Background: an optimization exercise with open tools, aiming at small area and a short achievable clock period. Do not read the settings as production practice. Function was checked by simulation only, so behaviour that the tests miss may differ from the original. Power is estimated from default activity; no workload was simulated.

==> design/flow/design.v <==
package wasm_pkg;
    localparam int addr_w       = 12;
    localparam int window_bytes = 8;
    localparam int func_max     = 16;
    localparam int stack_depth  = 8;
    localparam int func_idx_w   = $clog2(func_max);
    localparam int ret_ptr_w    = $clog2(stack_depth) + 1;
    localparam logic [63:0] wasm_magic_version = 64'h0000_0001_6d73_6100;
    localparam logic [7:0] sec_type  = 8'h01;
    localparam logic [7:0] sec_start = 8'h08;
    localparam logic [7:0] sec_code  = 8'h0a;
    localparam logic [7:0] op_unreachable = 8'h00;
    localparam logic [7:0] op_nop         = 8'h01;
    localparam logic [7:0] op_end         = 8'h0b;
    localparam logic [7:0] op_call        = 8'h10;
    localparam logic [7:0] op_drop        = 8'h1a;
    localparam logic [7:0] op_local_get   = 8'h20;
    localparam logic [7:0] op_local_set   = 8'h21;
    localparam logic [7:0] op_local_tee   = 8'h22;
    localparam logic [7:0] op_i32_const   = 8'h41;
    localparam logic [7:0] op_i32_eqz     = 8'h45;
    localparam logic [7:0] op_i32_eq      = 8'h46;
    localparam logic [7:0] op_i32_ne      = 8'h47;
    localparam logic [7:0] op_i32_lt_s    = 8'h48;
    localparam logic [7:0] op_i32_lt_u    = 8'h49;
    localparam logic [7:0] op_i32_gt_s    = 8'h4a;
    localparam logic [7:0] op_i32_gt_u    = 8'h4b;
    localparam logic [7:0] op_i32_le_s    = 8'h4c;
    localparam logic [7:0] op_i32_le_u    = 8'h4d;
    localparam logic [7:0] op_i32_ge_s    = 8'h4e;
    localparam logic [7:0] op_i32_ge_u    = 8'h4f;
    localparam logic [7:0] op_i32_add     = 8'h6a;
    localparam logic [7:0] op_i32_sub     = 8'h6b;
    localparam logic [7:0] op_i32_and     = 8'h71;
    localparam logic [7:0] op_i32_or      = 8'h72;
    localparam logic [7:0] op_i32_shl     = 8'h74;
    localparam logic [7:0] op_i32_shr_s   = 8'h75;
    localparam logic [7:0] op_i32_shr_u   = 8'h76;
    localparam logic [7:0] op_i32_rotl    = 8'h77;
    localparam logic [7:0] op_i32_rotr    = 8'h78;
    typedef enum logic [4:0] {
        alu_add  = 5'd0,
        alu_sub  = 5'd1,
        alu_and  = 5'd2,
        alu_or   = 5'd3,
        alu_eqz  = 5'd5,  
        alu_eq   = 5'd6,
        alu_lt_u = 5'd7,
        alu_gt_u = 5'd8,
        alu_le_u = 5'd9,
        alu_ge_u = 5'd10,
        alu_lt_s = 5'd11,
        alu_gt_s = 5'd12,
        alu_le_s = 5'd13,
        alu_ge_s = 5'd14,
        alu_ne   = 5'd15,
        alu_shl  = 5'd16,
        alu_shrs = 5'd17,
        alu_shru = 5'd18,
        alu_rotl = 5'd19,
        alu_rotr = 5'd20
    } alu_op_e;
    typedef enum logic [1:0] {
        src_alu   = 2'b00,
        src_imm   = 2'b10,
        src_local = 2'b11
    } push_src_e;
    typedef struct packed {
        logic       push_num;
        logic [3:0] pop_num;
        push_src_e  push_src;
        alu_op_e    alu_op;
    } stack_ctrl_t;
    typedef struct packed {
        logic [3:0] param_num;
        logic       result_num;
    } sig_t;
    typedef struct packed {
        logic [addr_w-1:0] entry_addr;
        logic [7:0]        local_size;
    } func_entry_t;
    typedef struct packed {
        sig_t              sig;
        logic [7:0]        local_size;
        logic [addr_w-1:0] ret_addr;
    } call_frame_t;
endpackage
`timescale 1ns/1ns
import wasm_pkg::*;
module entry_table #(
    parameter int width = 5
) (
    input  logic                  clk,
    input  logic                  wr_en,
    input  logic [func_idx_w-1:0] wr_idx,
    input  logic [width-1:0]      wr_data,
    input  logic [func_idx_w-1:0] rd_idx,
    output logic [width-1:0]      rd_data
);
    logic [width-1:0] mem [func_max];
    always_ff @(posedge clk) begin
        if (wr_en) begin
            mem[wr_idx] <= wr_data;
        end
    end
    logic [width-1:0] grp [func_max/4];
    always_comb begin
        rd_data = '0;
        for (int g = 0; g < func_max / 4; g++) begin
            case (rd_idx[1:0])
                2'd0:    grp[g] = mem[4*g];
                2'd1:    grp[g] = mem[4*g+1];
                2'd2:    grp[g] = mem[4*g+2];
                default: grp[g] = mem[4*g+3];
            endcase
            rd_data = rd_data | (grp[g] & {width{rd_idx[3:2] == 2'(g)}});
        end
    end
endmodule
`timescale 1ns/1ns
import wasm_pkg::*;
module opcode_decode (
    input  logic [7:0]            opcode,
    output wasm_pkg::stack_ctrl_t ctrl,
    output logic                  has_leb  
);
    always_comb begin
        ctrl    = '0;
        has_leb = 1'b0;
        case (opcode)
            op_drop: ctrl.pop_num = 4'd1;
            op_i32_eqz: begin
                ctrl.pop_num  = 4'd1;
                ctrl.push_num = 1'b1;
                ctrl.alu_op   = alu_eqz;
            end
            op_i32_const: begin
                ctrl.push_num = 1'b1;
                ctrl.push_src = src_imm;
                has_leb       = 1'b1;
            end
            op_local_get: begin
                ctrl.push_num = 1'b1;
                ctrl.push_src = src_local;
                has_leb       = 1'b1;
            end
            op_local_set: begin
                ctrl.pop_num = 4'd1;
                has_leb      = 1'b1;
            end
            op_local_tee: has_leb = 1'b1;
            op_i32_eq:    begin ctrl.pop_num = 4'd2; ctrl.push_num = 1'b1; ctrl.alu_op = alu_eq;   end
            op_i32_ne:    begin ctrl.pop_num = 4'd2; ctrl.push_num = 1'b1; ctrl.alu_op = alu_ne;   end
            op_i32_lt_s:  begin ctrl.pop_num = 4'd2; ctrl.push_num = 1'b1; ctrl.alu_op = alu_lt_s; end
            op_i32_lt_u:  begin ctrl.pop_num = 4'd2; ctrl.push_num = 1'b1; ctrl.alu_op = alu_lt_u; end
            op_i32_gt_s:  begin ctrl.pop_num = 4'd2; ctrl.push_num = 1'b1; ctrl.alu_op = alu_gt_s; end
            op_i32_gt_u:  begin ctrl.pop_num = 4'd2; ctrl.push_num = 1'b1; ctrl.alu_op = alu_gt_u; end
            op_i32_le_s:  begin ctrl.pop_num = 4'd2; ctrl.push_num = 1'b1; ctrl.alu_op = alu_le_s; end
            op_i32_le_u:  begin ctrl.pop_num = 4'd2; ctrl.push_num = 1'b1; ctrl.alu_op = alu_le_u; end
            op_i32_ge_s:  begin ctrl.pop_num = 4'd2; ctrl.push_num = 1'b1; ctrl.alu_op = alu_ge_s; end
            op_i32_ge_u:  begin ctrl.pop_num = 4'd2; ctrl.push_num = 1'b1; ctrl.alu_op = alu_ge_u; end
            op_i32_add:   begin ctrl.pop_num = 4'd2; ctrl.push_num = 1'b1; ctrl.alu_op = alu_add;  end
            op_i32_sub:   begin ctrl.pop_num = 4'd2; ctrl.push_num = 1'b1; ctrl.alu_op = alu_sub;  end
            op_i32_and:   begin ctrl.pop_num = 4'd2; ctrl.push_num = 1'b1; ctrl.alu_op = alu_and;  end
            op_i32_or:    begin ctrl.pop_num = 4'd2; ctrl.push_num = 1'b1; ctrl.alu_op = alu_or;   end
            op_i32_shl:   begin ctrl.pop_num = 4'd2; ctrl.push_num = 1'b1; ctrl.alu_op = alu_shl;  end
            op_i32_shr_s: begin ctrl.pop_num = 4'd2; ctrl.push_num = 1'b1; ctrl.alu_op = alu_shrs; end
            op_i32_shr_u: begin ctrl.pop_num = 4'd2; ctrl.push_num = 1'b1; ctrl.alu_op = alu_shru; end
            op_i32_rotl:  begin ctrl.pop_num = 4'd2; ctrl.push_num = 1'b1; ctrl.alu_op = alu_rotl; end
            op_i32_rotr:  begin ctrl.pop_num = 4'd2; ctrl.push_num = 1'b1; ctrl.alu_op = alu_rotr; end
            default: ;
        endcase
    end
endmodule
`timescale 1ns/1ns
import wasm_pkg::*;
module return_stack (
    input  logic              clk,
    input  logic              rst_n,
    input  logic              push,
    input  logic [addr_w-1:0] push_addr,
    input  logic              pop,
    output logic [addr_w-1:0] top_addr,
    output logic              last_frame
);
    logic [addr_w-1:0]    stk [stack_depth];
    logic [ret_ptr_w-1:0] depth;
    always_ff @(posedge clk or negedge rst_n) begin
        if (!rst_n) begin
            depth <= '0;
        end else if (push) begin
            depth <= depth + 1'b1;
        end else if (pop) begin
            depth <= depth - 1'b1;
        end
    end
    always_ff @(posedge clk) begin
        if (push) begin
            stk[depth[ret_ptr_w-2:0]] <= push_addr;
        end
    end
    logic [ret_ptr_w-2:0] top;
    logic [addr_w-1:0]    half [2];
    assign top = (ret_ptr_w-1)'(depth - 1'b1);
    always_comb begin
        top_addr = '0;
        for (int h = 0; h < 2; h++) begin
            case (top[1:0])
                2'd0:    half[h] = stk[4*h];
                2'd1:    half[h] = stk[4*h+1];
                2'd2:    half[h] = stk[4*h+2];
                default: half[h] = stk[4*h+3];
            endcase
            top_addr = top_addr | (half[h] & {addr_w{top[2] == 1'(h)}});
        end
    end
    assign last_frame = (depth == ret_ptr_w'(1));  
endmodule
`timescale 1ns/1ns
import wasm_pkg::*;
module wasm_ctrl_top (
    input  logic                      clk,
    input  logic                      rst_n,
    input  logic [addr_w-1:0]         read_pointer,
    input  logic [window_bytes*8-1:0] window,
    output logic [7:0]                advance,
    output logic                      jump_en,
    output logic [addr_w-1:0]         jump_addr,
    output logic [11:0]               stack_ctrl,  
    output logic [31:0]               imm,
    output logic                      call_en,
    output logic [24:0]               call_frame,  
    output logic                      ret_en,
    output logic                      finish,
    output logic                      instr_error
);
    logic s_header, s_sec_head, s_skip;
    logic s_size_t, s_size_s, s_size_c, s_vec_t, s_vec_s, s_vec_c;
    logic s_par, s_res, s_code_len, s_code_decl, s_loc, s_run;
    logic s_leb;  
    logic                  finish_q;
    logic                  error_q;
    logic [func_idx_w-1:0] vec_cnt;
    logic [func_idx_w-1:0] vec_last;
    logic [func_idx_w-1:0] start_idx;
    logic [func_idx_w:0]   sig_hwm;    
    logic [addr_w-1:0]     body_end;
    logic [7:0]            decl_left;
    logic                  locals_done;  
    logic [7:0]            local_acc;
    logic [7:0] b0, b1;
    assign b0 = window[7:0];
    assign b1 = window[15:8];
    logic        c0, c01, c012, c0123;
    logic [2:0]  hd_cnt;      
    logic [2:0]  hd_cnt_p1;   
    logic [11:0] hd_val;
    assign c0    = window[7];
    assign c01   = c0 & window[15];
    assign c012  = c01 & window[23];
    assign c0123 = c012 & window[31];
    assign hd_cnt    = {c012, c0 & !c012, !c0 | (c01 & !c012) | c0123};
    assign hd_cnt_p1 = {c01, !c01 | c0123, (c0 & !c01) | (c012 & !c0123)};
    assign hd_val    = {c0 ? b1[4:0] : 5'd0, b0[6:0]};
    logic       d1, d12, d123, d1234;
    logic [2:0] op_len;      
    assign d1    = window[15];
    assign d12   = d1 & window[23];
    assign d123  = d12 & window[31];
    assign d1234 = d123 & window[39];
    assign op_len = {d12, !d12 | d1234, (d1 & !d12) | (d123 & !d1234)};
    assign imm = {d1234 ? window[43:40] : 4'd0,
                  d123  ? window[38:32] : 7'd0,
                  d12   ? window[30:24] : 7'd0,
                  d1    ? window[22:16] : 7'd0,
                  window[14:8]};
    logic [11:0] leb_end;  
    assign leb_end = read_pointer + hd_val + {9'd0, hd_cnt};
    logic [7:0] opcode;
    assign opcode = b0;
    logic       op_is_call, op_is_end, op_is_unr, op_has_leb;
    wasm_pkg::stack_ctrl_t dec_ctrl;
    assign op_is_call = (opcode == op_call);
    assign op_is_end  = (opcode == op_end);
    assign op_is_unr  = (opcode == op_unreachable);
    opcode_decode u_dec (.opcode(opcode), .ctrl(dec_ctrl), .has_leb(op_has_leb));
    logic magic, vec_at_last;
    assign magic       = (window == wasm_magic_version);
    assign vec_at_last = (vec_cnt == vec_last);
    logic [func_idx_w-1:0] rd_idx;
    assign rd_idx = s_run ? window[11:8] : start_idx;
    function automatic logic gt4(input logic [3:0] a, input logic [3:0] b);  
        gt4 = (a[3] & !b[3]) |
              (!(a[3] ^ b[3]) & a[2] & !b[2]) |
              (!(a[3] ^ b[3]) & !(a[2] ^ b[2]) & a[1] & !b[1]) |
              (!(a[3] ^ b[3]) & !(a[2] ^ b[2]) & !(a[1] ^ b[1]) & a[0] & !b[0]);
    endfunction
    logic [4:0]  sig_rd;
    logic [19:0] ent_rd;
    logic        sig_ok, ent_ok;
    assign ent_ok = !gt4(rd_idx, vec_last);
    assign sig_ok = sig_hwm[func_idx_w] | gt4(sig_hwm[func_idx_w-1:0], rd_idx);
    entry_table #(.width(4)) par_tab (
        .clk, .wr_en(s_par), .wr_idx(vec_cnt), .wr_data(window[11:8]),
        .rd_idx, .rd_data(sig_rd[4:1])
    );
    entry_table #(.width(1)) res_tab (
        .clk, .wr_en(s_res), .wr_idx(vec_cnt), .wr_data(window[0]),
        .rd_idx, .rd_data(sig_rd[0])
    );
    entry_table #(.width(20)) ent_tab (
        .clk, .wr_en(s_loc & locals_done), .wr_idx(vec_cnt), .wr_data({read_pointer, local_acc}),
        .rd_idx, .rd_data(ent_rd)
    );
    logic [addr_w-1:0] ret_top;
    logic              ret_last;
    logic [addr_w-1:0] ret_sum, ret_addr;
    assign ret_sum  = read_pointer + addr_w'(op_len);
    assign ret_addr = s_run ? ret_sum : '0;  
    return_stack u_ret (
        .clk, .rst_n, .push(call_en), .push_addr(ret_addr), .pop(ret_en),
        .top_addr(ret_top), .last_frame(ret_last)
    );
    logic launch, bypass;
    assign launch = s_loc & locals_done & vec_at_last;
    assign bypass = (start_idx == vec_cnt);
    always_comb begin
        advance = 8'd0;
        if (s_leb)                advance = {5'd0, hd_cnt};
        if (s_loc)                advance = {5'd0, hd_cnt_p1};
        if (s_sec_head)           advance = 8'd1;
        if (s_header && magic)    advance = 8'd8;
        if (s_par)                advance = b1 + 8'd2;
        if (s_res)                advance = b0 + 8'd1;
        if (s_run)                advance = op_has_leb ? {5'd0, op_len} : 8'd1;
    end
    assign jump_en = s_skip | (s_loc & locals_done) | (s_run & (op_is_call | (op_is_end & !ret_last)));
    assign call_en = launch | (s_run & op_is_call);
    assign ret_en  = s_run & op_is_end & !ret_last;
    logic [addr_w-1:0] ent_addr;
    assign ent_addr = ent_ok ? ent_rd[19:8] : '0;
    always_comb begin
        if (s_skip)                      jump_addr = leb_end;
        else if (s_loc && !vec_at_last)  jump_addr = body_end;
        else if (s_loc && bypass)        jump_addr = read_pointer;
        else if (s_run && !window[4])    jump_addr = ret_top;  
        else                             jump_addr = ent_addr;
    end
    logic [7:0] frame_ls;
    assign frame_ls = (s_loc && bypass) ? local_acc : (ent_ok ? ent_rd[7:0] : 8'd0);
    assign call_frame = {sig_ok ? sig_rd : 5'd0, frame_ls, ret_addr};
    assign stack_ctrl  = s_run ? dec_ctrl : '0;
    assign finish      = finish_q;
    assign instr_error = error_q;
    logic known_t, known_s, known_c;
    assign known_t = (b0 == sec_type);
    assign known_s = (b0 == sec_start);
    assign known_c = (b0 == sec_code);
    logic n_size_t, n_size_s, n_size_c, n_vec_t, n_vec_s, n_vec_c, n_code_len, n_code_decl;
    assign n_size_t    = s_sec_head & known_t;
    assign n_size_s    = s_sec_head & known_s;
    assign n_size_c    = s_sec_head & known_c;
    assign n_vec_t     = s_size_t;
    assign n_vec_s     = s_size_s;
    assign n_vec_c     = s_size_c;
    assign n_code_len  = s_vec_c | (s_loc & locals_done & !vec_at_last);
    assign n_code_decl = s_code_len;
    always_ff @(posedge clk or negedge rst_n) begin
        if (!rst_n) begin
            s_header    <= 1'b1;
            s_sec_head  <= 1'b0;
            s_skip      <= 1'b0;
            s_size_t    <= 1'b0;
            s_size_s    <= 1'b0;
            s_size_c    <= 1'b0;
            s_vec_t     <= 1'b0;
            s_vec_s     <= 1'b0;
            s_vec_c     <= 1'b0;
            s_par       <= 1'b0;
            s_res       <= 1'b0;
            s_code_len  <= 1'b0;
            s_code_decl <= 1'b0;
            s_loc       <= 1'b0;
            s_run       <= 1'b0;
            s_leb       <= 1'b0;
            finish_q    <= 1'b0;
            error_q     <= 1'b0;
            start_idx   <= '0;
            sig_hwm     <= '0;
        end else begin
            s_header    <= 1'b0;
            s_sec_head  <= (s_header & magic) | s_skip | s_vec_s | (s_res & vec_at_last);
            s_skip      <= s_sec_head & !(known_t | known_s | known_c);
            s_size_t    <= n_size_t;
            s_size_s    <= n_size_s;
            s_size_c    <= n_size_c;
            s_vec_t     <= n_vec_t;
            s_vec_s     <= n_vec_s;
            s_vec_c     <= n_vec_c;
            s_par       <= s_vec_t | (s_res & !vec_at_last);
            s_res       <= s_par;
            s_code_len  <= n_code_len;
            s_code_decl <= n_code_decl;
            s_loc       <= s_code_decl | (s_loc & !locals_done);
            s_run       <= launch | (s_run & !op_is_unr & !(op_is_end & ret_last));
            s_leb       <= n_size_t | n_size_s | n_size_c | n_vec_t | n_vec_s | n_vec_c |
                           n_code_len | n_code_decl;
            if (s_header && !magic) error_q <= 1'b1;
            if (s_run && op_is_unr) begin
                error_q  <= 1'b1;
                finish_q <= 1'b1;
            end
            if (s_run && op_is_end && ret_last) finish_q <= 1'b1;
            if (s_vec_s) start_idx <= b0[3:0];
            if (s_res && {1'b0, vec_cnt} == sig_hwm) sig_hwm <= sig_hwm + 1'b1;
        end
    end
    always_ff @(posedge clk) begin
        if (s_vec_t || s_vec_s || s_vec_c) begin
            vec_cnt  <= '0;
            vec_last <= b0[3:0] - 4'd1;
        end else if (s_res || (s_loc && locals_done)) begin
            vec_cnt <= vec_cnt + 1'b1;
        end
        if (s_code_len) begin
            body_end  <= leb_end;
            local_acc <= '0;
        end else if (s_loc && !locals_done) begin
            local_acc <= local_acc + hd_val[7:0];
        end
        if (s_code_decl) begin
            decl_left   <= hd_val[7:0];
            locals_done <= (hd_val[7:0] == 8'd0);
        end else if (s_loc && !locals_done) begin
            decl_left   <= decl_left - 8'd1;
            locals_done <= (decl_left == 8'd1);
        end
    end
endmodule
==> design/flow/flow/run.sh <==
#!/bin/bash
set -euo pipefail
export BUFFER_PORTS_ARGS="-buffer_cell sky130_fd_sc_hd__buf_2"
bash standard.sh > standard_flow.log 2>&1
==> design/flow/standard.sh <==
#!/bin/bash
# synth_recipe.tcl (not shown) runs the flow's synth.tcl, then flattens the netlist and writes it again
# the make line also repeats each setting of config.mk as NAME=value (left out here)
make -C /OpenROAD-flow-scripts/flow DESIGN_CONFIG=/design/flow/config.mk WORK_HOME=/design/flow/orfs CLKGATE_MAP_FILE= SYNTH_SCRIPT=/design/flow/synth_recipe.tcl "${@:-finish}"
==> design/flow/config.mk <==
export PLATFORM = sky130hd
export DESIGN_NAME = wasm_ctrl_top
export DESIGN_NICKNAME = wasm_ctrl_top
export VERILOG_FILES = /design/flow/design.v
export SDC_FILE = /design/flow/constraint.sdc
export NUM_CORES = 4
export LEC_CHECK = 0
export ABC_AREA = 1
export CAP_MARGIN = 20
export CORE_MARGIN = 2
export CORE_UTILIZATION = 60
export CTS_BUF_LIST = sky130_fd_sc_hd__clkbuf_8
export CTS_CLUSTER_DIAMETER = 50
export CTS_CLUSTER_SIZE = 12
export SETUP_SLACK_MARGIN = 2.25
export SLEW_MARGIN = 20
==> design/flow/constraint.sdc <==
create_clock -name core_clock -period 8.0 [get_ports {clk}]
set_input_delay 1.6000 -clock core_clock [delete_from_list [all_inputs] [get_ports {clk}]]
set_output_delay 1.6000 -clock core_clock [all_outputs]
set_load 0.01 [all_outputs]
==> impl_metrics.toml, run 1 <==
[status]
status = "no timing/DRC/antenna violations"

[synth]
synth_edf_count = 521
ys_async_sr_fraction_pct = 5.50
synthDistinctLibCells = 58
synth_compound_area_share_pct = 7.07
syn_area_sq_mm = 0.0258
yosys_most_used_dff = "edfxtp_1"
synth-xor-area-share_pct = 1.12
synth_top_family_by_area = "simple AND/OR/NAND/NOR gates"
synthMuxAreaShare_pct = 0
avgSynthCellArea_sq_um = 10.6
ys_warn_count = 10
synth_fa_ha_area_share_pct = 2.84
yosysSeqAreaShare_pct = 64.5
synth-simple-area-share_pct = 19.3
syn_inst = 2438
synth_seq_cells = 564

[die]
die_y_um = 212
die_x_um = 212
design.core.area_sq_mm = 0.0428
initial_core_util_pct = 60.4
dieArea_sq_mm = 0.0448
io_pins = 172
row_count = 76

[cts]
cts_tree = "done"
htree_levels = 2
numCtsBuffers = 56
hold_buffers = 0
cts_root_buf = "clkbuf_8"
cts_buffer_depth = 3
worstSkewPairLatency_ns = 0.67
clkSinkCount = 564
path_clk_slew_ns = 0.08

[worst_setup_path]
startpoint_type = "input port"
critical_path_class = "input port to output pin"
crit_required_ns = 6.40
crit_path_end_kind = "output pin"
critPathMaxFanout = 41
arrival_ns = 4.05

[timing]
rsz0062_at_grt = "yes"
max_clock_freq_ghz = 0.177
worst_slew_pin_slew_ns = 1.13
fin_tns_setup_ns = 0
setup_violations = 0
slew_headroom_pct = 24.5
hold_viol = 0
slew_viol_final = 0
period_share_pct = 70.6
setup_ws_ns = 2.35
fin_skew_ns = 0.0299
fin_crit_ns = 5.65
holdWs_ns = 0.380

[placed_design]
dp_slack_ns = 1.39
gp_congestion = 0.907
portBuffers = 169
place_hpwl_um = 44800
dp.cells = 3099

[cells_and_area]
drive_above_1_share_pct = 15.7
final_cell_count_no_fill = 3206
final_nets = 2775
final_common_cell = "nand2_1"
fill_cells = 3325
final_cell_mix = "nand2_1 (666), edfxtp_1 (521), inv_1 (197)"
area_delta_synth_final_pct = 11.1

[hold_path]
min_path_type = "flop to flop"

[grt]
grt_max_degree = 48
grt_pass1_vias = 18000
gr-total-overflow = 0
antenna_found_initial = 1
grt_pass1_wl_um = 109000
gr-usage-all-layers_pct = 33.3

[drt]
drt_iter0_drc = 2005
drcViolationCount = 0
firstDrtPassIters = 5
antenna_left = 0
drt-total-wl_um = 74000
vias_per_cell = 5.94
wl_per_cell_um = 23.1
vias = 19000

[power]
ir_drop_mv = 0.181
power.density_mw_per_mm2 = 263
leakage_nw = 11.3

[flow_run]
cap_violations = 0
## report_power, final
part | leakage, nW | switching [mW] | internal [mW]
registers | 5.19 | 0.158 | 3.42
clock network | 0.506 | 0.948 | 0.724
logic | 5.56 | 1.60 | 0.697
## flip-flops by register name, indices dropped and copies added (netlist names), 4 cells and up
name         flops
ent_tab.mem    320
u_ret.stk       96
par_tab.mem     64
res_tab.mem     16
body_end        12
decl_left        8
local_acc        8
sig_hwm          5
start_idx        4
u_ret.depth      4
vec_cnt          4
vec_last         4
## worst paths after layout
| path | startpoint | end | slack (ns) | cells past startpoint |
|---|---|---|---|---|
| max | window[8] | call_frame[12] | 2.35 | 12 |
| max in group asynchronous | rst_n | u_ret.depth[0] | 6.44 | 1 |
| min | s_size_s | s_vec_s | 0.38 | 0 |
| max reg2reg | s_loc | u_ret.stk[5][11] | 5.08 | 6 |
| min reg2reg | s_size_s | s_vec_s | 0.38 | 0 |
| min in group asynchronous | rst_n | s_res | 1.01 | 1 |
## cells in the mapped netlist, drive strengths merged (2+ instances only)
cell	n	area, sq um
o2111ai	2	17.5
xor2	23	201
nand3	144	721
ha	49	613
clkinv	9	33.8
a22o	17	149
a31oi	10	62.6
o31ai	2	15.0
buf	69	443
nand3b	3	22.5
xnor2	10	87.6
o41ai	2	17.5
nand2	685	2660
fa	6	120
nor4	14	87.6
edfxtp	521	15600
nor3	37	185
clkbuf	33	125
a21oi	99	495
o21a	3	22.5
dfxtp	12	240
o22ai	5	31.3
or2	14	87.6
nand4	67	419
o211ai	11	82.6
o221ai	2	17.5
o21bai	3	22.5
o21ai	158	813
a211oi	3	22.5
nor2	185	785
inv	200	756
dfrtp	30	751
## logic make-up (layout without fill, tap and decap cells)
group | count (synthesis) | in the layout
simple gates | 1150 | 1159
flops | 564 | 564
compound gates | 324 | 324
buf+inv | 311 | 520
fa+ha+maj | 55 | 55
xor+xnor | 33 | 33
other cells | 1 | 5
## through the flow
step,cell area [sq um],util [%],total power [mW]
floorplan,25900,-,5.01
global placement,27200,63.6,5.73
detailed placement,27200,63.6,5.76
CTS,28400,66.3,7.46
global route,28700,67.1,7.90
finish,28700,67.1,7.54
## worst max-delay path, stage by stage
cell and delay, ns:
buf_4 0.19, nand2_2 0.23, nand2_8 0.23, nor2_4 0.19, buf_4 0.46, nand2_1 0.11
nand4_1 0.15, nand2_1 0.08, nand3_1 0.13, a21oi_1 0.11, o21ai_1 0.33, buf_2 0.19
## per-layer routing
metal	vias to the layer above	track usage (%)	share of wire, %
li1	8788	-	-
met1	9192	45.4	40
met2	915	54.7	48
met3	152	5.65	9.2
met4	0	11.2	3.2
met5	-	0	0
## final cells by class
cell class / instances / area (sq um) / area share, %
Sequential cell: 564 / 16700 / 58.0
Multi-Input combinational cell: 1574 / 8190 / 28.5
Timing Repair Buffer: 237 / 1450 / 5.03
Inverter: 209 / 801 / 2.79
Clock buffer: 58 / 798 / 2.78
Tap cell: 546 / 683 / 2.38
Clock inverter: 16 / 134 / 0.466
Antenna cell: 2 / 5.00 / 0.0174
## repair_timing
| item | CTS | global route |
|---|---|---|
| gates resized for setup | 33 | 51 |
| buffers inserted | 5 | 17 |
| endpoints found under the setup margin | 32 | 27 |
| cloned | 7 | 2 |
| pin swaps | 8 | 18 |
==> run 2, diff against run 1 <==
--- a/design/flow/config.mk
+++ b/design/flow/config.mk
@@ -10,7 +10,7 @@
 export CORE_MARGIN = 2
 export CORE_UTILIZATION = 60
 export CTS_BUF_LIST = sky130_fd_sc_hd__clkbuf_8
-export CTS_CLUSTER_DIAMETER = 50
-export CTS_CLUSTER_SIZE = 12
+export CTS_CLUSTER_DIAMETER = 60
+export CTS_CLUSTER_SIZE = 16
 export SETUP_SLACK_MARGIN = 2.25
 export SLEW_MARGIN = 20
==> run 2 against run 1 <==
Highest routed layer unchanged. Core utilization is 0.35 points lower. Maximum frequency is 0.79% lower. Die area stayed put. Flip-flop and latch count stayed put. Area after synthesis stayed put. Critical endpoint is now call_frame[11]. Non-clock buffer count is 1 lower. Clock power is 9.6% lower. Combinational power hardly changed. Count of clock-buffer cells in the layout is 11 lower. Sequential share of layout area is 0.31 points higher. Total power is 2.1% lower. Largest power group unchanged.
==> impl_metrics.toml, run 2 <==
[die]
die_y_um = 212
design.core.area_sq_mm = 0.0428
dieArea_sq_mm = 0.0448
io_pins = 172
die_x_um = 212
initial_core_util_pct = 60.4
row_count = 76

[worst_setup_path]
crit_path_cell_trace = "buf_6, nand2_2, buf_8, nor2_4, nand2_2, nand2_2, ha_1, nand3_1, nand2_1, nand2_1, nor4_4, nand2_1, nor4_2, nor2_1, nor2_4, buf_2"
startpoint_type = "input port"
critPathMaxFanout = 9
crit_path_end_kind = "output pin"
arrival_ns = 4.09
path_buf_inv = 3
worst_path_max_delay_cell = "nor4_4"
crit_required_ns = 6.40
critical_path_class = "input port to output pin"
cpPeakStageDelay_ns = 0.35
critPathTopFamily = "simple AND/OR/NAND/NOR gates"

[cells_and_area]
final_cell_count_no_fill = 3197
final_common_cell = "nand2_1"
area_delta_synth_final_pct = 10.5
largest_reg_flops = 320
drive_above_1_share_pct = 15.4
final_cell_mix = "nand2_1 (666), edfxtp_1 (521), inv_1 (196)"
final_nets = 2763
largest-register = "ent_tab.mem"

[cts]
hold_buffers = 0
cts_root_buf = "clkbuf_8"
numCtsBuffers = 45
path_clk_slew_ns = 0.10
htree_levels = 2
clkSinkCount = 564
cts_buffer_depth = 3
worstSkewPairLatency_ns = 0.66
cts_tree = "done"

[synth]
synth_seq_cells = 564
synth_top_cell_by_area = "edfxtp_1"
synth_area_leaders = "edfxtp_1 (61%), nand2_1 (9.7%), dfrtp_1 (2.9%)"
ys_warn_count = 10
yosys_most_used_dff = "edfxtp_1"
synthDistinctLibCells = 58
yosys-top-cells-count = "nand2_1 (671), edfxtp_1 (521), inv_1 (197), nor2_1 (172), nand3_1 (144)"
synth_edf_count = 521
syn_inst = 2438
ys_async_sr_fraction_pct = 5.50
syn_area_sq_mm = 0.0258
yosysMostFrequentCell = "nand2_1"
avgSynthCellArea_sq_um = 10.6
synth_top_area_share_pct = 60.5
yosysSeqAreaShare_pct = 64.5

[drt]
dr.max_layer_used = "met4"
vias = 19100
drt-total-wl_um = 74000
routedLengthMet1_um = 29800
firstDrtPassIters = 5
met2WireLength_um = 35500
drt_iter0_drc = 2004
wl_met3_um = 6750
antenna_left = 0
drcViolationCount = 0
vias_per_cell = 5.98
wl_per_cell_um = 23.2

[placed_design]
place_hpwl_um = 44800
dp.cells = 3099
gp_congestion = 0.907
portBuffers = 169
dp_slack_ns = 1.39

[grt]
gr-usage-all-layers_pct = 33.2
grt_max_degree = 48
antenna_found_initial = 2
grt_pass1_vias = 17800
gr-total-overflow = 0
grt_pass1_wl_um = 109000

[timing]
fin_skew_ns = 0.0208
period_share_pct = 71.2
fin_tns_setup_ns = 0
setup_violations = 0
fin_crit_ns = 5.69
rsz0062_at_grt = "yes"
worst_slew_pin_slew_ns = 1.10
slew_headroom_pct = 26.4
max_clock_freq_ghz = 0.176
slew_viol_final = 0
hold_viol = 0
setup_ws_ns = 2.31

[power]
power.density_mw_per_mm2 = 258
power_mw = 7.38
ir_drop_mv = 0.175
leakage_nw = 11.2

[flow_run]
cap_violations = 0

[hold_path]
min_path_type = "flop to flop"

[status]
status = "no timing/DRC/antenna violations"
## run 2: what timing repair did
item / 4_1_cts / 5_1_grt
gates cloned: 7 / 2
gates resized for setup: 33 / 51
pin swaps: 7 / 19
endpoints found under the setup margin: 32 / 26
setup buffers: 2 / 19
## run 2: metal layers
metal	vias to the layer above	GRT usage, %
met5	-	0
met1	9284	45.8
met3	142	5.24
met2	924	54.7
li1	8767	-
met4	0	10.2
## run 2: path summary, 6_finish.rpt
kind | start | endpoint | slack, ns | depth (start not counted)
max | window[23] | call_frame[11] | 2.31 | 16
min | s_size_c | s_vec_c | 0.37 | 0
max reg2reg | s_loc | u_ret.stk[5][6] | 5.07 | 6
min reg2reg | s_size_c | s_vec_c | 0.37 | 0
max in group asynchronous | rst_n | u_ret.depth[2] | 6.44 | 1
min in group asynchronous | rst_n | s_res | 1.03 | 1
## run 2: stage by stage
stage | utilization, % | hold slack, ns | cell area (sq um)
4_1_cts | 65.8 | 0.376 | 28200
3_3_place_gp | 63.6 | 0.360 | 27200
3_5_place_dp | 63.6 | 0.364 | 27200
5_1_grt | 66.8 | 0.378 | 28600
6_report | 66.8 | 0.374 | 28600
2_1_floorplan | - | 0.352 | 25900
## run 2: report_power, final
part           total [mW]  switching (mW)  internal (mW)
registers            3.57           0.160           3.42
clock network        1.51           0.952          0.557
logic                2.30            1.60          0.699
total                7.38            2.71           4.67
## run 2: layout make-up
| type | count | area (sq um) |
|---|---|---|
| Clock inverter | 18 | 126 |
| Inverter | 209 | 801 |
| Multi-Input combinational cell | 1574 | 8190 |
| Timing Repair Buffer | 236 | 1450 |
| Fill cell | 3360 | 14200 |
| Sequential cell | 564 | 16700 |
| Clock buffer | 47 | 647 |
| Antenna cell | 3 | 7.51 |
| Tap cell | 546 | 683 |
## run 2: cells by family after synthesis
kind of cell	share of synthesized area, %
and+or+nand+nor	19.3
DFF	64.5
AOI/OAI and AO/OA	7.07
buffers and inverters	5.25
adders and majority gates	2.84
xor gates and xnor gates	1.12
other	0.0145
==> run 3, diff against run 2 <==
--- a/design/flow/design.v
+++ b/design/flow/design.v
@@ -315,7 +315,12 @@
     logic [addr_w-1:0] ret_top;
     logic              ret_last;
     logic [addr_w-1:0] ret_sum, ret_addr;
-    assign ret_sum  = read_pointer + addr_w'(op_len);
+    logic [3:0] ret_lo;
+    logic [8:0] rp_hi_inc;
+    assign ret_lo    = {1'b0, read_pointer[2:0]} + {1'b0, op_len};
+    assign rp_hi_inc = read_pointer[11:3] + 9'd1;
+    assign ret_sum   = {(rp_hi_inc & {9{ret_lo[3]}}) | (read_pointer[11:3] & {9{!ret_lo[3]}}),
+                        ret_lo[2:0]};
     assign ret_addr = s_run ? ret_sum : '0;  
     return_stack u_ret (
         .clk, .rst_n, .push(call_en), .push_addr(ret_addr), .pop(ret_en),
--- a/design/flow/config.mk
+++ b/design/flow/config.mk
@@ -10,7 +10,7 @@
 export CORE_MARGIN = 2
 export CORE_UTILIZATION = 60
 export CTS_BUF_LIST = sky130_fd_sc_hd__clkbuf_8
-export CTS_CLUSTER_DIAMETER = 60
-export CTS_CLUSTER_SIZE = 16
+export CTS_CLUSTER_DIAMETER = 50
+export CTS_CLUSTER_SIZE = 12
 export SETUP_SLACK_MARGIN = 2.25
 export SLEW_MARGIN = 20
==> run 3 against run 2 <==
Cell area rose by 0.12%. Register-to-register slack got worse by 0.35 ns. Still clean. Worst setup slack improved by 0.020 ns. Count of clock-buffer cells in the layout grew 14. Sequential power hardly changed. Maximum frequency grew 0.35%. Core utilization increased by 1.1 points. Critical path type unchanged.
==> impl_metrics.toml, run 3 <==
[worst_setup_path]
arrival_ns = 4.07
crit_required_ns = 6.40
startpoint_type = "input port"
crit_path_cell_trace = "buf_2, fa_1, ha_2, inv_1, fa_2, o21ai_4, a21oi_1, nor2_1, nor2_1, xnor2_1, nor2_1, a21oi_2, buf_2"
r2r_cells = 7
critical_path_class = "input port to output pin"
reg2reg_to = "u_ret.stk[7][5]"
crit_end = "jump_addr[7]"
r2r_setup_slack_ns = 4.72
critPathMaxFanout = 8
cpPeakStageDelay_ns = 0.57
crit_path_end_kind = "output pin"
path_common_cell = "nor2_1"
timing.rr.start = "s_loc"
worst_path_max_delay_cell = "fa_1"
crit_start = "window[1]"

[synth]
synth_edf_count = 521
syn_area_sq_mm = 0.0257
yosysSeqAreaShare_pct = 64.8
yosys-top-cells-count = "nand2_1 (666), edfxtp_1 (521), inv_1 (183), nor2_1 (175), nand3_1 (146)"
ys_warn_count = 10
synthDistinctLibCells = 56
yosys_most_used_dff = "edfxtp_1"
avgSynthCellArea_sq_um = 10.7
ys_async_sr_fraction_pct = 5.50
synth_top_cell_by_area = "edfxtp_1"
yosysMostFrequentCell = "nand2_1"
synth_top_area_share_pct = 60.9
syn_inst = 2409
synth_seq_cells = 564
synth_area_leaders = "edfxtp_1 (61%), nand2_1 (9.7%), dfrtp_1 (2.9%)"

[cts]
cts_tree = "done"
cts_root_buf = "clkbuf_8"
clkSinkCount = 564
htree_levels = 2
numCtsBuffers = 58
hold_buffers = 0
path_clk_slew_ns = 0.07
worstSkewPairLatency_ns = 0.70
cts_buffer_depth = 3

[die]
initial_core_util_pct = 61.0
io_pins = 172
row_count = 75
die_y_um = 211
die_x_um = 211
design.core.area_sq_mm = 0.0421
dieArea_sq_mm = 0.0445

[grt]
gr-total-overflow = 0
antenna_found_initial = 2
grt_max_degree = 41
gr-usage-all-layers_pct = 33.6
grt_pass1_vias = 18300
grt_pass1_wl_um = 110000

[cells_and_area]
final_nets = 2731
drive_above_1_share_pct = 15.5
final_cell_count_no_fill = 3188
final_cell_mix = "nand2_1 (654), edfxtp_1 (521), inv_1 (217)"
largest-register = "ent_tab.mem"
final_common_cell = "nand2_1"
largest_reg_flops = 320
fill_cells = 3270
area_delta_synth_final_pct = 11.3
multiInputGateArea_sq_mm = 0.00808
layout.area.seq_sq_mm = 0.0167

[drt]
drcViolationCount = 0
vias = 19000
drt-total-wl_um = 74300
drt_iter0_drc = 2325
firstDrtPassIters = 6
wl_per_cell_um = 23.3
vias_per_cell = 5.97
antenna_left = 0

[timing]
fin_crit_ns = 5.67
max_clock_freq_ghz = 0.176
fin_tns_setup_ns = 0
fin_skew_ns = 0.0286
worst_slew_pin_slew_ns = 1.18
period_share_pct = 70.9
setup_violations = 0
rsz0062_at_grt = "yes"
hold_viol = 0
slew_headroom_pct = 21.6
slew_viol_final = 0

[power]
power.density_mw_per_mm2 = 249
leakage_nw = 11.3
ir_drop_mv = 0.272

[flow_run]
cap_violations = 0

[hold_path]
min_path_type = "flop to flop"

[placed_design]
place_hpwl_um = 46500
gp_congestion = 0.936
dp.cells = 3052
portBuffers = 169

[status]
status = "no timing/DRC/antenna violations"
-- run 3: changes by cell type after synthesis, sizes merged, moves of 3 or more --
cell | previous run | this run
or2 | 14 | 19
nor3 | 37 | 23
o211ai | 11 | 17
clkbuf | 33 | 42
o31ai | 2 | 5
a22o | 17 | 22
nand2 | 685 | 671
o21ai | 158 | 127
inv | 200 | 186
nand3b | 3 | 8
clkinv | 9 | 2
nand4 | 67 | 84
-- run 3: logic make-up (layout without fill, tap and decap cells) --
logic type               after synthesis  after routing  synth area share, %
adder cells (fa/ha/maj)               56             56                 2.90
buffers and inverters                299            531                 5.01
XOR/XNOR                              32             32                 1.09
flip-flops                           564            564                 64.8
AO/OA/AOI/OAI                        310            310                 7.05
other                                  1              5               0.0146
AND/OR/NAND/NOR                     1147           1151                 19.1
-- run 3: per-layer routing --
layer  GRT usage (%)  up-vias  routed length, um
li1                -     8724                  -
met1            45.2     9185              29300
met2            54.6      967              35000
met3            5.74      170               6670
met4            14.3        0               3290
met5               0        -                  0
-- run 3: timing repair --
action / CTS / global route
gates cloned: 4 / 0
pin swaps: 9 / 13
endpoints found under the hold margin: 0 / 0
setup buffers: 12 / 8
endpoints found under the setup margin: 37 / 26
resized for setup: 43 / 40
-- run 3: metrics by stage --
step	util (%)	power [mW]	instance area (sq um)	hold slack, ns	setup slack [ns]
3_3_place_gp	64.2	5.33	27000	0.363	1.65
4_1_cts	67.4	7.12	28400	0.384	2.25
3_5_place_dp	64.2	5.36	27000	0.367	1.44
2_1_floorplan	-	4.73	25700	0.354	2.41
5_1_grt	67.9	7.44	28600	0.389	2.19
6_report	67.9	7.14	28600	0.385	2.33
-- run 3: how the worst min path moves through the flow --
stage,end,cells past startpoint,from,slack (ns)
after CTS,s_vec_t,0,s_size_t,0.38
after floorplan,s_vec_t,0,s_size_t,0.35
after global routing,s_vec_t,0,s_size_t,0.39
final,s_vec_c,0,s_size_c,0.38
after detailed placement,s_vec_s,0,s_size_s,0.37
after global placement,s_vec_c,0,s_size_c,0.36
-- run 3: final cells by class --
type / count / share of cell area (%)
clock buffers: 61 / 2.94
multi-input cells: 1552 / 28.3
diodes: 2 / 0.0175
inverters: 188 / 2.50
well taps: 539 / 2.36
clock inverters: 49 / 0.805
flip-flops and latches: 564 / 58.3
repair buffers: 233 / 4.87
-- run 3: worst max-delay path, delay by kind of cell --
family                     cells  cell delay [ns]
AOI/OAI and AO/OA              3             0.39
xor gates and xnor gates       1             0.27
and+or+nand+nor                3             0.23
adders and majority gates      3             1.13
buffers and inverters          3             0.44
-- run 3: where the power goes --
part / leakage [nW] / internal [mW] / switching, mW
Combinational: 5.39 / 0.560 / 1.23
Clock: 0.683 / 0.721 / 1.03
Sequential: 5.18 / 3.41 / 0.183
Total: 11.3 / 4.70 / 2.44
==> run 4, diff against run 3 <==
--- a/design/flow/config.mk
+++ b/design/flow/config.mk
@@ -5,7 +5,6 @@
 export SDC_FILE = /design/flow/constraint.sdc
 export NUM_CORES = 4
 export LEC_CHECK = 0
-export ABC_AREA = 1
 export CAP_MARGIN = 20
 export CORE_MARGIN = 2
 export CORE_UTILIZATION = 60
==> run 4 against run 3 <==
Sequential power down 4%. Die area shrank 1.7%. Flip-flop and latch count is the same. Core utilization fell by 0.47 points. Count of clock-buffer cells in the layout decreased by 3. Worst setup slack worse by 0.27 ns. Register-to-register slack better by 0.13 ns. Via count fell by 8.5%. Final cell count shrank 16%. Sequential share of layout area is 0.94 points higher. Critical path depth grew 3.
==> impl_metrics.toml, run 4 <==
[timing]
fin_skew_ns = 0.0287
holdWs_ns = 0.399
hold_viol = 0
slew_headroom_pct = 23.6
slew_viol_final = 0
period_share_pct = 74.3
fin_tns_setup_ns = 0
max_clock_freq_ghz = 0.168
setup_violations = 0
rsz0062_at_grt = "yes"
worst_slew_pin_slew_ns = 1.15
fin_crit_ns = 5.94

[die]
row_count = 75
design.core.area_sq_mm = 0.0418
io_pins = 172
die_x_um = 209
die_y_um = 209
initial_core_util_pct = 60.5
dieArea_sq_mm = 0.0437

[hold_path]
min_path_type = "flop to flop"

[cells_and_area]
final_cell_mix = "edfxtp_1 (521), nand2_1 (254), buf_2 (155)"
largest_reg_flops = 320
postLayoutCellArea_sq_mm = 0.0282
final_common_cell = "edfxtp_1"
final_cell_count_no_fill = 2663
drive_above_1_share_pct = 19.4
final_nets = 2231
antennaDiodeCount = 0
fill_cells = 3077
largest-register = "ent_tab.mem"
area_delta_synth_final_pct = 11.5

[cts]
cts_root_buf = "clkbuf_8"
cts_buffer_depth = 3
worstSkewPairLatency_ns = 0.69
hold_buffers = 0
numCtsBuffers = 57
clkSinkCount = 564
htree_levels = 2
cts_tree = "done"
path_clk_slew_ns = 0.08

[synth]
avgSynthCellArea_sq_um = 13.1
synth_fa_ha_area_share_pct = 2.95
synth_area_leaders = "edfxtp_1 (62%), nand2_1 (3.8%), o221ai_1 (3.4%)"
synthMuxAreaShare_pct = 2.34
yosysMostFrequentCell = "edfxtp_1"
synthDistinctLibCells = 90
synth-simple-area-share_pct = 11.3
ys_warn_count = 10
synth_top_cell_by_area = "edfxtp_1"
yosys_most_used_dff = "edfxtp_1"
yosysSeqAreaShare_pct = 66.0
syn_inst = 1928
ys_async_sr_fraction_pct = 5.50
synth_compound_area_share_pct = 11.8
synth_top_area_share_pct = 62.0
synth-xor-area-share_pct = 2.15
syn_area_sq_mm = 0.0252
synth_top_family_by_area = "compound AO/OA/AOI/OAI gates"
synth_edf_count = 521
synth_seq_cells = 564
yosys-top-cells-count = "edfxtp_1 (521), nand2_1 (254), nor2_1 (128), o221ai_1 (97), a31oi_1 (74)"

[worst_setup_path]
arrival_ns = 4.34
critPathMaxFanout = 4
startpoint_type = "input port"
crit_required_ns = 6.40
critical_path_class = "input port to output pin"
crit_path_end_kind = "output pin"

[drt]
wl_per_cell_um = 26.3
routedLengthMet1_um = 29100
antenna_left = 0
firstDrtPassIters = 6
wl_met3_um = 5850
met2WireLength_um = 33000
drcViolationCount = 0
drt-total-wl_um = 70000
vias = 17400
vias_per_cell = 6.54
dr.max_layer_used = "met4"
drt_iter0_drc = 2213

[power]
internal-power_mw = 4.41
power_mw = 6.14
ir_drop_mv = 0.158
pwr-share-seq_pct = 56.5
p_switching_mw = 1.74
power.density_mw_per_mm2 = 218
leakage_nw = 10.1
comb_power_share_pct = 16.4
p_clk_share_pct = 27.1
switching_share_pct = 28.3

[placed_design]
dpl_cell_area_sq_mm = 0.0266
dp.cells = 2553
place_hpwl_um = 42100
gp_congestion = 0.862
portBuffers = 169

[grt]
gr-total-overflow = 0
antenna_found_initial = 1
grt_max_degree = 63
gr-usage-all-layers_pct = 31.9
grt_pass1_vias = 16800
grt_pass1_wl_um = 104000

[flow_run]
cap_violations = 0

[status]
status = "no timing/DRC/antenna violations"
[run 4: critical path, cell delays in order]
cell and delay [ns]:
buf_8 0.10, nand2b_4 0.14, a21boi_4 0.18, inv_2 0.07, fa_2 0.40, ha_4 0.17, inv_2 0.05, fa_2 0.21
nor2b_2 0.05, o21ai_2 0.15, a21oi_2 0.09, o41a_1 0.34, a31oi_1 0.19, xor2_1 0.23, a2bb2oi_2 0.19, buf_2 0.16
[run 4: kinds of logic (layout without fill, tap and decap cells)]
group / count (synthesis) / count (layout)
muxes: 43 / 43
DFF: 564 / 564
and+or+nand+nor: 602 / 602
xor gates and xnor gates: 62 / 62
buffers and inverters: 191 / 384
AOI/OAI and AO/OA: 409 / 410
adders and majority gates: 56 / 56
other: 1 / 3
[run 4: routing by layer]
metal | vias to the layer above | track usage [%]
met5 | - | 0
met4 | 0 | 10.1
met3 | 136 | 5.14
met2 | 880 | 50.9
met1 | 8700 | 45.5
li1 | 7702 | -
[run 4: final timing paths]
| check | start | to | cells after the start | slack [ns] |
|---|---|---|---|---|
| worst min register to register | s_size_c | s_vec_c | 0 | 0.40 |
| worst max-delay path | window[31] | jump_addr[11] | 16 | 2.06 |
| min in group asynchronous | rst_n | s_skip | 1 | 1.00 |
| worst min-delay path | s_size_c | s_vec_c | 0 | 0.40 |
| max in group asynchronous | rst_n | s_run | 1 | 6.46 |
| worst max register to register | s_run | u_ret.stk[7][7] | 9 | 4.85 |
[run 4: timing repair]
item / CTS / global route
endpoints found under the hold margin: 0 / 0
gates cloned: 3 / 0
resized for setup: 61 / 32
pin swaps: 15 / 15
endpoints found under the setup margin: 34 / 21
setup buffers: 14 / 7
[run 4: power groups by stage]
| stage | sequential [mW] | clock, mW | combinational [mW] |
|---|---|---|---|
| 6_report | 3.47 | 1.66 | 1.01 |
| 5_1_grt | 3.48 | 1.80 | 1.08 |
| 4_1_cts | 3.47 | 1.70 | 0.979 |
| 3_5_place_dp | 3.53 | 0 | 0.934 |
| 3_3_place_gp | 3.53 | 0 | 0.920 |
| 2_1_floorplan | 3.50 | 0 | 0.578 |
[run 4: stage by stage]
| stage | setup WS (ns) | util [%] |
|---|---|---|
| after floorplan | 2.26 | - |
| after global routing | 2.00 | 67.4 |
| after CTS | 1.95 | 67.0 |
| after global placement | 1.42 | 63.7 |
| final | 2.06 | 67.4 |
| after detailed placement | 1.34 | 63.7 |
[run 4: layout make-up]
| cell class | count | area, sq um | share of cell area, % |
|---|---|---|---|
| Multi-Input combinational cell | 1176 | 8040 | 28.6 |
| Clock inverter | 28 | 153 | 0.542 |
| Clock buffer | 58 | 798 | 2.84 |
| Timing Repair Buffer | 243 | 1610 | 5.72 |
| Sequential cell | 564 | 16700 | 59.2 |
| Tap cell | 539 | 674 | 2.40 |
| Inverter | 55 | 215 | 0.764 |
==> run 5, diff against run 4 <==
--- a/design/flow/config.mk
+++ b/design/flow/config.mk
@@ -5,11 +5,13 @@
 export SDC_FILE = /design/flow/constraint.sdc
 export NUM_CORES = 4
 export LEC_CHECK = 0
+export ABC_AREA = 1
 export CAP_MARGIN = 20
 export CORE_MARGIN = 2
 export CORE_UTILIZATION = 60
 export CTS_BUF_LIST = sky130_fd_sc_hd__clkbuf_8
 export CTS_CLUSTER_DIAMETER = 50
 export CTS_CLUSTER_SIZE = 12
+export GPL_TIMING_DRIVEN = 0
 export SETUP_SLACK_MARGIN = 2.25
 export SLEW_MARGIN = 20
==> run 5 against run 4 <==
First-iteration DRC count down 0.45%. Critical path depth stayed put. Final cell count increased by 23%. Area after synthesis is 1.8% higher. Maximum frequency rose by 3.4%. Hold slack lost 0.018 ns. Total power is 18% higher. Combinational power is about 90% higher. Flip-flop and latch count unchanged.
==> impl_metrics.toml, run 5 <==
[cts]
worstSkewPairLatency_ns = 0.71
cts_tree = "done"
path_clk_slew_ns = 0.09
numCtsBuffers = 58
htree_levels = 2
cts_root_buf = "clkbuf_8"
cts_buffer_depth = 3
hold_buffers = 0
clkSinkCount = 564

[synth]
synth_seq_cells = 564
syn_inst = 2409
yosys-top-cells-count = "nand2_1 (666), edfxtp_1 (521), inv_1 (183), nor2_1 (175), nand3_1 (146)"
synth_top_cell_by_area = "edfxtp_1"
synth_edf_count = 521
synth_area_leaders = "edfxtp_1 (61%), nand2_1 (9.7%), dfrtp_1 (2.9%)"
avgSynthCellArea_sq_um = 10.7
synth_top_area_share_pct = 60.9
synthDistinctLibCells = 56
yosys_most_used_dff = "edfxtp_1"
syn_area_sq_mm = 0.0257
ys_warn_count = 10
yosysMostFrequentCell = "nand2_1"
yosysSeqAreaShare_pct = 64.8
ys_async_sr_fraction_pct = 5.50

[timing]
period_share_pct = 71.9
fin_crit_ns = 5.75
setup_violations = 0
rsz0062_at_grt = "yes"
slew_headroom_pct = 44.3
setup_ws_ns = 2.25
hold_viol = 0
slew_viol_final = 0
max_clock_freq_ghz = 0.174
fin_skew_ns = 0.0306
fin_tns_setup_ns = 0
worst_slew_pin_slew_ns = 0.835

[placed_design]
dp_slack_ns = 1.08
dpl_cell_area_sq_mm = 0.0278
place_hpwl_um = 53600
gp_congestion = 0.976
portBuffers = 169

[power]
internal-power_mw = 4.75
pwr-share-seq_pct = 49.2
switching_share_pct = 34.6
power.density_mw_per_mm2 = 247
leakage_nw = 11.6
p_clk_share_pct = 24.4
comb_power_share_pct = 26.4
p_switching_mw = 2.52
ir_drop_mv = 0.170

[die]
die_y_um = 211
die_x_um = 211
design.core.area_sq_mm = 0.0421
dieArea_sq_mm = 0.0445
io_pins = 172
initial_core_util_pct = 61.0
row_count = 75

[cells_and_area]
final_common_cell = "nand2_1"
area_delta_synth_final_pct = 14.4
drive_above_1_share_pct = 16.9
postLayoutCellArea_sq_mm = 0.0294
antennaDiodeCount = 0
final_nets = 2819
largest-register = "ent_tab.mem"
largest_reg_flops = 320
final_cell_mix = "nand2_1 (659), edfxtp_1 (521), inv_1 (216)"

[worst_setup_path]
crit_path_end_kind = "output pin"
critPathMaxFanout = 6
critical_path_class = "input port to output pin"
crit_required_ns = 6.40
startpoint_type = "input port"
arrival_ns = 4.15

[grt]
antenna_found_initial = 0
grt_pass1_vias = 18400
gr-total-overflow = 0
grt_max_degree = 32
grt_pass1_wl_um = 111000
gr-usage-all-layers_pct = 34.2

[drt]
wl_met3_um = 7180
vias = 19500
drt-total-wl_um = 76200
drcViolationCount = 0
met2WireLength_um = 36600
drt_iter0_drc = 2203
firstDrtPassIters = 5
wl_per_cell_um = 23.3
antenna_left = 0
vias_per_cell = 5.94
dr.max_layer_used = "met4"
routedLengthMet1_um = 29100

[flow_run]
cap_violations = 0

[hold_path]
min_path_type = "flop to flop"

[status]
status = "no timing/DRC/antenna violations"
-- run 5: changes by cell type after synthesis, moves of 47 or more --
cell / change
nand3_1: +122
nand4_1: +74
o221ai_1: -95
nand2_1: +412
o21ai_0: +60
a31oi_1: -65
nor2_1: +47
inv_1: +131
-- run 5: worst max-delay path, stage by stage --
cell and delay, ns:
buf_8 0.10, buf_8 0.13, inv_4 0.06, nor2_4 0.04
fa_1 0.50, ha_2 0.20, inv_2 0.06, fa_2 0.41
o21ai_4 0.19, a21oi_2 0.07, nor2_1 0.13, nor2_1 0.07
xnor2_1 0.27, nor2_1 0.10, a21oi_2 0.10, buf_2 0.13
-- run 5: final timing paths --
kind                           start               to  slack, ns  cells after the start
max in group asynchronous      rst_n     start_idx[3]       6.46                      1
max                        window[7]     jump_addr[7]       2.25                     16
min                         s_size_t          s_vec_t       0.38                      0
min reg2reg                 s_size_t          s_vec_t       0.38                      0
max reg2reg                    s_loc  u_ret.stk[1][1]       5.12                      8
min in group asynchronous      rst_n            s_leb       1.00                      1
-- run 5: cell families (layout without fill, tap and decap cells) --
group           Yosys count  in the layout  share of synthesized area, %
simple gates           1147           1147                          19.1
flops                   564            564                          64.8
compound gates          310            310                          7.05
buf+inv                 299            623                          5.01
fa+ha+maj                56             56                          2.90
xor+xnor                 32             32                          1.09
other cells               1              3                        0.0146
-- run 5: layer usage --
metal  track usage (%)  vias to the layer above
met5                 0                        -
met2              57.4                     1046
met1              44.4                     9312
met3              6.36                      192
met4              13.8                        0
li1                  -                     8907
-- run 5: cell type report --
class / instances / area, sq um
tap: 539 / 674
sequential: 564 / 16700
timing repair buffer: 214 / 1550
inverter: 188 / 711
multi-input combinational: 1548 / 8090
clock inverter: 51 / 272
clock buffer: 59 / 812
fill: 3122 / 12700
buffer: 111 / 628
-- run 5: power groups by stage --
stage | logic (mW) | registers (mW) | clock network, mW
floorplan | 1.16 | 3.57 | 0
global placement | 1.78 | 3.63 | 0
detailed placement | 1.84 | 3.63 | 0
CTS | 1.86 | 3.57 | 1.79
global route | 2.08 | 3.59 | 1.90
finish | 1.92 | 3.57 | 1.77
-- run 5: repair_timing --
action | CTS | global route
setup buffers | 5 | 18
setup endpoints to repair | 31 | 24
resized for setup | 43 | 51
pin swaps | 7 | 19
-- run 5: per-stage QoR --
step                      total power [mW]  utilization, %  hold WS (ns)  cells
after global placement                5.41            64.6         0.358   3119
after floorplan                       4.73               -         0.354   2411
after global routing                  7.56            69.8         0.376   3274
after CTS                             7.22            69.1         0.378   3255
after detailed placement              5.47            66.1         0.362   3140
final                                 7.26            69.8         0.381   3274
==> run 6, diff against run 5 <==
--- a/design/flow/config.mk
+++ b/design/flow/config.mk
@@ -12,6 +12,5 @@
 export CTS_BUF_LIST = sky130_fd_sc_hd__clkbuf_8
 export CTS_CLUSTER_DIAMETER = 50
 export CTS_CLUSTER_SIZE = 12
-export GPL_TIMING_DRIVEN = 0
-export SETUP_SLACK_MARGIN = 2.25
+export SETUP_SLACK_MARGIN = 2.35
 export SLEW_MARGIN = 20
==> run 6 against run 5 <==
Core utilization shrank 1.5 points. Final cell count shrank 2.2%. Cell area shrank 2.2%. Largest power group unchanged.
==> impl_metrics.toml, run 6 <==
[timing]
slew_headroom_pct = 22.4
fin_tns_setup_ns = 0
period_share_pct = 70.5
max_clock_freq_ghz = 0.177
worst_slew_pin_slew_ns = 1.16
slew_viol_final = 0
setup_violations = 0
rsz0062_at_grt = "yes"
fin_crit_ns = 5.64
hold_viol = 0
fin_skew_ns = 0.0300

[drt]
drcViolationCount = 0
drt_iter0_drc = 2365
vias = 19100
firstDrtPassIters = 8
vias_per_cell = 5.96
drt-total-wl_um = 74600
wl_per_cell_um = 23.3
antenna_left = 0

[synth]
ys_async_sr_fraction_pct = 5.50
synthMuxAreaShare_pct = 0
avgSynthCellArea_sq_um = 10.7
synth_seq_cells = 564
synth-xor-area-share_pct = 1.09
synthDistinctLibCells = 56
synth_compound_area_share_pct = 7.05
synth_top_cell_by_area = "edfxtp_1"
synth_edf_count = 521
yosys-top-cells-count = "nand2_1 (666), edfxtp_1 (521), inv_1 (183), nor2_1 (175), nand3_1 (146)"
synth_fa_ha_area_share_pct = 2.90
synth_top_area_share_pct = 60.9
ys_warn_count = 10
yosys_most_used_dff = "edfxtp_1"
yosysSeqAreaShare_pct = 64.8
synth-simple-area-share_pct = 19.1
syn_inst = 2409
synth_top_family_by_area = "simple AND/OR/NAND/NOR gates"
syn_area_sq_mm = 0.0257
synth_area_leaders = "edfxtp_1 (61%), nand2_1 (9.7%), dfrtp_1 (2.9%)"
yosysMostFrequentCell = "nand2_1"

[worst_setup_path]
arrival_ns = 4.04
r2r_setup_slack_ns = 4.72
crit_path_cell_trace = "buf_2, fa_1, ha_2, inv_2, fa_2, o21ai_4, a21oi_1, nor2_1, nor2_1, xnor2_1, nor2_1, a21oi_2, buf_2"
crit_path_end_kind = "output pin"
critPathMaxFanout = 8
startpoint_type = "input port"
cpPeakStageDelay_ns = 0.57
worst_path_max_delay_cell = "fa_1"
path_common_cell = "nor2_1"
crit_required_ns = 6.40
critical_path_class = "input port to output pin"

[cts]
path_clk_slew_ns = 0.08
numCtsBuffers = 58
cts_root_buf = "clkbuf_8"
worstSkewPairLatency_ns = 0.70
hold_buffers = 0
htree_levels = 2
cts_buffer_depth = 3
clkSinkCount = 564
cts_tree = "done"

[grt]
gr-usage-all-layers_pct = 33.7
antenna_found_initial = 2
grt_pass1_vias = 18300
grt_pass1_wl_um = 110000
gr-total-overflow = 0
grt_max_degree = 41

[cells_and_area]
largest_reg_flops = 320
area_delta_synth_final_pct = 11.9
final_cell_mix = "nand2_1 (654), edfxtp_1 (521), inv_1 (216)"
final_common_cell = "nand2_1"
largest-register = "ent_tab.mem"
final_cell_count_no_fill = 3201
drive_above_1_share_pct = 16.1
utilization_pct = 68.3
final_nets = 2744
fill_cells = 3251

[power]
power.density_mw_per_mm2 = 249
leakage_nw = 11.3
ir_drop_mv = 0.267
power_mw = 7.15

[flow_run]
cap_violations = 0

[die]
initial_core_util_pct = 61.0
row_count = 75
die_y_um = 211
dieArea_sq_mm = 0.0445
die_x_um = 211
io_pins = 172
design.core.area_sq_mm = 0.0421

[status]
status = "no timing/DRC/antenna violations"

[placed_design]
place_hpwl_um = 46500
portBuffers = 169
dp.cells = 3052
gp_congestion = 0.936

[hold_path]
min_path_type = "flop to flop"
[run 6: cell counts after synthesis]
No cell type changed its count.
[run 6: through the flow]
step,setup WS [ns],hold WS (ns),area [sq um]
2_1_floorplan,2.41,0.354,25700
3_3_place_gp,1.65,0.363,27000
3_5_place_dp,1.44,0.367,27000
4_1_cts,2.35,0.384,28500
5_1_grt,2.23,0.389,28800
6_report,2.36,0.383,28800
[run 6: critical path: cells and delay by family]
family                     cells  cell delay [ns]
buffers and inverters          3             0.42
xor gates and xnor gates       1             0.24
adders and majority gates      3             1.16
AOI/OAI and AO/OA              3             0.38
and+or+nand+nor                3             0.22
[run 6: kinds of logic (layout without fill, tap and decap cells)]
family	after synthesis	after routing
AND/OR/NAND/NOR	1147	1151
flip-flops	564	564
AO/OA/AOI/OAI	310	310
buffers and inverters	299	544
adder cells (fa/ha/maj)	56	56
XOR/XNOR	32	32
other	1	5
[run 6: worst paths after layout]
check                                from  depth (start not counted)         endpoint
max in group asynchronous           rst_n                          1     start_idx[2]
worst max-delay path            window[1]                         13     jump_addr[7]
worst max register to register      s_loc                          7  u_ret.stk[7][5]
worst min register to register   s_size_s                          0          s_vec_s
min in group asynchronous           rst_n                          1            s_loc
worst min-delay path             s_size_s                          0          s_vec_s
[run 6: layout make-up]
| class | count | area (sq um) | area share, % |
|---|---|---|---|
| Multi-Input combinational cell | 1552 | 8110 | 28.2 |
| Tap cell | 539 | 674 | 2.34 |
| Clock inverter | 49 | 230 | 0.800 |
| Clock buffer | 61 | 840 | 2.92 |
| Sequential cell | 564 | 16700 | 57.9 |
| Antenna cell | 2 | 5.00 | 0.0174 |
| Inverter | 188 | 719 | 2.50 |
| Timing Repair Buffer | 246 | 1520 | 5.28 |
[run 6: metal layers]
metal | part of all wire [%] | up-vias | wire length, um | track usage [%]
li1 | - | 8750 | - | -
met1 | 40 | 9218 | 29500 | 45.4
met2 | 47 | 934 | 35300 | 54.5
met3 | 8.7 | 175 | 6520 | 5.74
met4 | 4.4 | 0 | 3300 | 14.7
met5 | 0 | - | 0 | 0
[run 6: repair_timing]
item / 4_1_cts / 5_1_grt
setup endpoints to repair: 39 / 22
resized for setup: 51 / 47
pin swaps: 10 / 18
buffers inserted: 17 / 16
gates cloned: 4 / 0
[run 6: where the power goes]
| part | total [mW] | switching (mW) | internal [mW] |
|---|---|---|---|
| clock network | 1.75 | 1.03 | 0.721 |
| registers | 3.60 | 0.185 | 3.41 |
| logic | 1.81 | 1.24 | 0.571 |
| total | 7.15 | 2.45 | 4.71 |
==> run 7, diff against run 6 <==
--- a/design/flow/config.mk
+++ b/design/flow/config.mk
@@ -8,9 +8,9 @@
 export ABC_AREA = 1
 export CAP_MARGIN = 20
 export CORE_MARGIN = 2
-export CORE_UTILIZATION = 60
+export CORE_UTILIZATION = 50
 export CTS_BUF_LIST = sky130_fd_sc_hd__clkbuf_8
 export CTS_CLUSTER_DIAMETER = 50
 export CTS_CLUSTER_SIZE = 12
-export SETUP_SLACK_MARGIN = 2.35
+export SETUP_SLACK_MARGIN = 2.25
 export SLEW_MARGIN = 20
==> run 7 against run 6 <==
Worst setup slack got worse by 0.038 ns. Final cell count increased by 4.4%. Core utilization decreased by 12 points. Combinational power increased by 3%. Highest routed layer unchanged.
==> impl_metrics.toml, run 7 <==
[status]
status = "no timing/DRC/antenna violations"

[worst_setup_path]
r2r_setup_slack_ns = 4.94
path_common_cell = "nor2_1"
cpPeakStageDelay_ns = 0.49
arrival_ns = 4.08
critPathMaxFanout = 11
timing.rr.start = "s_loc"
reg2reg_to = "u_ret.stk[7][11]"
r2r_cells = 7
critical_path_class = "input port to output pin"
crit_path_cell_trace = "buf_4, nand2_8, inv_4, nor2_1, fa_1, ha_2, inv_1, fa_2, o21ai_4, nand2_1, nand2_2, a31oi_2, xor2_1, nor2_1, a21oi_2, buf_2"
crit_path_end_kind = "output pin"

[hold_path]
hold_depth = 0
min_from = "s_size_t"
min_path_type = "flop to flop"

[power]
internal-power_mw = 4.78
ir_drop_mv = 0.182
pwr-share-seq_pct = 49.2
comb_power_share_pct = 25.7
switching_share_pct = 34.3

[synth]
yosysMostFrequentCell = "nand2_1"
ys_warn_count = 10
yosys_most_used_dff = "edfxtp_1"
synth_area_leaders = "edfxtp_1 (61%), nand2_1 (9.7%), dfrtp_1 (2.9%)"
synth_top_area_share_pct = 60.9
ys_async_sr_fraction_pct = 5.50
syn_inst = 2409
synth_edf_count = 521
synth_top_cell_by_area = "edfxtp_1"
synthDistinctLibCells = 56
synth_seq_cells = 564

[cts]
path_clk_slew_ns = 0.08
numCtsBuffers = 61
cts_tree = "done"
worstSkewPairLatency_ns = 0.70
cts_root_buf = "clkbuf_8"
cts_buffer_depth = 3

[die]
design.core.area_sq_mm = 0.0511
io_pins = 172
row_count = 83
initial_core_util_pct = 50.3
dieArea_sq_mm = 0.0532

[cells_and_area]
largest_reg_flops = 320
multiInputGateArea_sq_mm = 0.00803
final_nets = 2747
drive_above_1_share_pct = 16.0
final_common_cell = "nand2_1"

[grt]
gr-total-overflow = 0
grt_pass1_vias = 18300
grt_busiest_layer = "met2"
grtUsageMet2_pct = 46.6
grt_util_met1_pct = 39.3
grt_pass1_wl_um = 114000
grt_util_met3_pct = 4.24

[timing]
hold_viol = 0
worst_slew_pin_slew_ns = 1.15
slew_viol_final = 0
period_share_pct = 71.0
setup_ws_ns = 2.32
fin_tns_setup_ns = 0
max_clock_freq_ghz = 0.176
slew_headroom_pct = 23.4
setup_violations = 0

[placed_design]
place_hpwl_um = 47800
gp_congestion = 0.928

[drt]
vias_per_cell = 5.71
drcViolationCount = 0
drt-total-wl_um = 76300
wl_per_cell_um = 22.8
vias = 19100

[flow_run]
cap_violations = 0
==> run 7: cell counts after synthesis <==
No cell type changed its count.
==> run 7: what timing repair did <==
| action | in CTS | in global routing |
|---|---|---|
| endpoints found under the setup margin | 39 | 23 |
| resized for setup | 35 | 30 |
| cloned | 4 | 0 |
| buffers inserted | 9 | 20 |
| hold buffers | 0 | 0 |
| pin swaps | 8 | 17 |
==> run 7: worst max-delay path by stage <==
stage,cells past startpoint,endpoint,startpoint
floorplan,14,jump_addr[11],window[7]
global placement,19,call_frame[10],window[15]
detailed placement,19,call_frame[10],window[15]
CTS,15,jump_addr[11],window[9]
global route,16,jump_addr[11],window[23]
finish,16,jump_addr[11],window[23]
==> run 7: layer usage <==
| layer | part of all wire, % | wire [um] | vias to the layer above |
|---|---|---|---|
| met4 | 3.8 | 2930 | 0 |
| met5 | 0 | 0 | - |
| met3 | 7.2 | 5480 | 145 |
| met2 | 47 | 35800 | 804 |
| met1 | 42 | 32100 | 9379 |
| li1 | - | - | 8761 |
==> run 7: final cells by class <==
cell class | count | area share [%]
sequential | 564 | 57.5
multi-input combinational | 1552 | 27.7
timing repair buffer | 246 | 5.49
clock buffer | 62 | 2.94
tap | 680 | 2.94
inverter | 188 | 2.46
clock inverter | 48 | 0.967
antenna | 1 | 0.00863
==> run 7: logic make-up after synthesis <==
kind of cell	count (synthesis)	synth area share, %
AO/OA/AOI/OAI	310	7.05
other	1	0.0146
adder cells (fa/ha/maj)	56	2.90
XOR/XNOR	32	1.09
AND/OR/NAND/NOR	1147	19.1
flip-flops	564	64.8
buffers and inverters	299	5.01
==> run 7: power by group through the flow <==
stage                     combinational (mW)  clock, mW  sequential (mW)
after detailed placement                1.76          0             3.64
after global placement                  1.74          0             3.64
after floorplan                         1.16          0             3.57
after CTS                               1.81       1.86             3.58
final                                   1.87       1.83             3.58
after global routing                    2.05       1.97             3.60
==> run 7: stage by stage <==
step           instance area (sq um)  power (mW)  util, %  hold slack (ns)  instances
2_1_floorplan                  25700        4.73        -            0.354       2411
3_5_place_dp                   27300        5.40     53.4            0.367       3197
5_1_grt                        29000        7.62     56.7            0.376       3340
3_3_place_gp                   27300        5.38     53.4            0.359       3197
4_1_cts                        28600        7.26     56.1            0.375       3320
6_report                       29000        7.28     56.7            0.374       3341
==> run 7: worst max-delay path, delay by kind of cell <==
family / cells / cell delay (ns)
adders and majority gates: 3 / 1.06
buffers and inverters: 4 / 0.42
and+or+nand+nor: 5 / 0.41
AOI/OAI and AO/OA: 3 / 0.41
xor gates and xnor gates: 1 / 0.18
